This design comes from an exercise in tuning for small area, a short achievable clock period and few clock cycles per item on the open sky130 flow, not from production work.
Only simulation tests tie the RTL to the original design; equivalence was not proved.

## hilo_muldiv_ctrl
module hilo_muldiv_ctrl (
  input  logic        clk,
  input  logic        rst,
  input  logic        op_valid,
  input  logic [2:0]  op,
  input  logic [31:0] rs_data,
  input  logic [31:0] rt_data,
  input  logic        rd_req,
  input  logic        flush,
  output logic        op_ready,
  output logic        busy,
  output logic        stall,
  output logic        done,
  output logic [63:0] hilo_out
);
For scale: roughly 2700 cells after synthesis, ~140 I/O pins, roughly 22000 µm² of cells after synthesis.
make LEC_CHECK=0 CAP_MARGIN=20 CORE_MARGIN=2 CORE_UTILIZATION=60 SETUP_SLACK_MARGIN=5 SLEW_MARGIN=20 finish   # period 11.0 ns
run.sh (not shown) runs the stock make flow with config.mk's settings and CLKGATE_MAP_FILE= SYNTH_SCRIPT=/design/flow/synth_recipe.tcl, a recipe that flattens the netlist after the stock synthesis.
Testbench counts at the start, summed over its fixed seeds: cycles 15,693, ops 3,200.
Rerun with:
==> flow/flow/run.sh (new file) <==
#!/bin/bash
# The standard layout (the standard.sh: ORFS synthesis through finish, unchanged), with
# the ports buffered by buf_1 cells and timing repair aimed 5.4 ns below the clock period, at the worst endpoints only.
set -euo pipefail
bash standard.sh SETUP_SLACK_MARGIN=5.4 TNS_END_PERCENT=10 "BUFFER_PORTS_ARGS=-buffer_cell sky130_fd_sc_hd__buf_1" finish > flow_make.log 2>&1
==> flow/standard.sh (new file) <==
#!/bin/bash
# synth_recipe.tcl (not shown) runs the flow's synth.tcl, then flattens the netlist and writes it again
# the make line also repeats each setting of config.mk as NAME=value (left out here)
make -C /OpenROAD-flow-scripts/flow DESIGN_CONFIG=/design/flow/config.mk WORK_HOME=/design/flow/orfs CLKGATE_MAP_FILE= SYNTH_SCRIPT=/design/flow/synth_recipe.tcl "${@:-finish}"
--- a/flow/config.mk
+++ b/flow/config.mk
@@ -10,2 +10 @@
-export CORE_UTILIZATION = 60
-export SETUP_SLACK_MARGIN = 5
+export CORE_UTILIZATION = 40
removed: flow/run.sh
The changed run went through all stages and came out clean.
Setup slack improved by 0.34 ns.
Final cell count climbs by 9.5%.
Clock-buffer cell count climbs by 1.
First-iteration DRC count drops by 23%.
Clock skew drops by 0.0049 ns.
Wire length climbs by 4.4%.
Utilization drops by 23 points.
Fmax climbs by 6.2%.
Rerun with:
==> flow/flow/run.sh (replaced) <==
#!/bin/bash
# The standard layout (the standard.sh: ORFS synthesis through finish, unchanged), with
# the ports buffered by buf_2 cells and timing repair aimed 6.1 ns below the clock period.
set -euo pipefail
bash standard.sh SETUP_SLACK_MARGIN=6.1 "BUFFER_PORTS_ARGS=-buffer_cell sky130_fd_sc_hd__buf_2" finish > flow_make.log 2>&1
Outcome:
- die area does not change
- worst hold slack hardly moves
- design area grows by 15%
- via count grows by 6.5%
- routed wire length rose by 10%
- clock skew climbs by 0.0062 ns
- setup slack is better by 0.33 ns
- clock-buffer cell count went down by 1


Setup of purple:
hilo_muldiv_ctrl again, from the RTL that the note above started with.
Settings: LEC_CHECK=0, CAP_MARGIN=20, CORE_MARGIN=2, CORE_UTILIZATION=40, SLEW_MARGIN=20; clock period 11.0 ns.
standard.sh (not shown) runs the stock make flow with config.mk's settings and CLKGATE_MAP_FILE= SYNTH_SCRIPT=/design/flow/synth_recipe.tcl, a recipe that flattens the netlist after the stock synthesis.
==> flow/flow/run.sh <==
#!/bin/bash
# The standard layout (the standard.sh: ORFS synthesis through finish, unchanged), with
# the ports buffered by buf_2 cells and timing repair aimed 5 ns below the clock period.
set -euo pipefail
bash standard.sh SETUP_SLACK_MARGIN=5 "BUFFER_PORTS_ARGS=-buffer_cell sky130_fd_sc_hd__buf_2" finish > flow_make.log 2>&1
purple: flow completed, timing, DRC and antenna clean
Testbench counts of purple, summed over its fixed seeds: cycles 15,693, ops 3,200.
Here is what was changed in the inputs of orange compared with purple.
==> flow/flow/run.sh <==
#!/bin/bash
# The standard layout (the standard.sh: ORFS synthesis through finish, unchanged), with
# the ports buffered by buf_2 cells and timing repair aimed 5.6 ns below the clock period, at the worst endpoints only.
set -euo pipefail
bash standard.sh SETUP_SLACK_MARGIN=5.6 TNS_END_PERCENT=10 "BUFFER_PORTS_ARGS=-buffer_cell sky130_fd_sc_hd__buf_2" finish > flow_make.log 2>&1
[summary]
orange against purple: total wire length higher; wire length of the first global-routing pass went up.


== job 101 ==
hilo_muldiv_ctrl again, from the RTL that the note above started with.
export LEC_CHECK = 0
export CAP_MARGIN = 20
export CORE_MARGIN = 2
export CORE_UTILIZATION = 40
export SLEW_MARGIN = 20
create_clock -name core_clock -period 11.0 [get_ports {clk}]
==> flow/flow/run.sh <==
#!/bin/bash
# The standard layout (the standard.sh: ORFS synthesis through finish, unchanged), with
# the ports buffered by buf_1 cells and timing repair aimed 5 ns below the clock period.
set -euo pipefail
bash standard.sh SETUP_SLACK_MARGIN=5 "BUFFER_PORTS_ARGS=-buffer_cell sky130_fd_sc_hd__buf_1" finish > flow_make.log 2>&1
Testbench counts of job 101, summed over its fixed seeds: cycles 15,693, ops 3,200.
Here is what was changed in the inputs of job 102 compared with job 101.
- swapping 40 for 50 in CORE_UTILIZATION
==> flow/flow/run.sh <==
#!/bin/bash
# The standard layout (the standard.sh: ORFS synthesis through finish, unchanged), with
# the ports buffered by buf_1 cells and timing repair aimed 5.6 ns below the clock period, at the worst endpoints only.
set -euo pipefail
bash standard.sh SETUP_SLACK_MARGIN=5.6 TNS_END_PERCENT=10 "BUFFER_PORTS_ARGS=-buffer_cell sky130_fd_sc_hd__buf_1" finish > flow_make.log 2>&1
--- outcome ---
Cmp job 101 and job 102 / largest net degree at the start of global routing / lower: job 102. | antenna diode count | higher: job 102 |. Job 102: worst slew margin relative to its limit is 3.5 points higher than what job 101 reported. Diff job 101 -> job 102 | routed length per placed instance | up by a few percent. | fraction of met3 tracks used by global routing | job 102 vs job 101 | 2.8 points higher |. Comparing job 102 with job 101, the fraction of area in clock buffers and inverters came out essentially unchanged. Comparing job 101 and job 102, the higher final-layout non-clock buffer area share was measured on job 102.

separate check: timing with driven ports:
The flow's constraints put no driver on any port. The routed layouts listed below were extracted and timed again, unchanged, in two steps.
Step 1 assumes that a clkbuf_16 drives the clock port and a buf_2 every other input.
Step 2 times the ports against the registers' clock, not the clock port: input delays grow and output delays shrink by t, the midpoint of the rising clock arrivals with the driver on.
Three values: ideal ports, drivers, drivers and shift; two values: the first two.
run	shift t [ns]	setup slack, ns	worst setup path after step 2	worst register clock-pin slew, ns	cell pins on the clock port's net
the first run of note 1	0.506	5.132 / 5.132 / 4.781	input to register	0.09 / 0.09	1
the second run of note 1	0.522	5.476 / 5.476 / 5.227	input to register	0.08 / 0.08	1
the third run of note 1	0.524	5.810 / 5.810 / 5.631	input to register	0.09 / 0.09	1
purple	0.524	5.218 / 5.218 / 5.218	register to register	0.09 / 0.09	1
orange	0.508	5.612 / 5.612 / 5.511	input to register	0.09 / 0.09	1
job 101	0.514	5.248 / 5.248 / 5.248	register to register	0.09 / 0.09	1
job 102	0.516	5.592 / 5.592 / 5.445	input to register	0.09 / 0.09	1
After both steps every run listed still meets setup and hold. For the first run of note 1, which loses most, drivers alone change the setup slack by 0.000 ns; drivers and shift together by -0.351 ns.
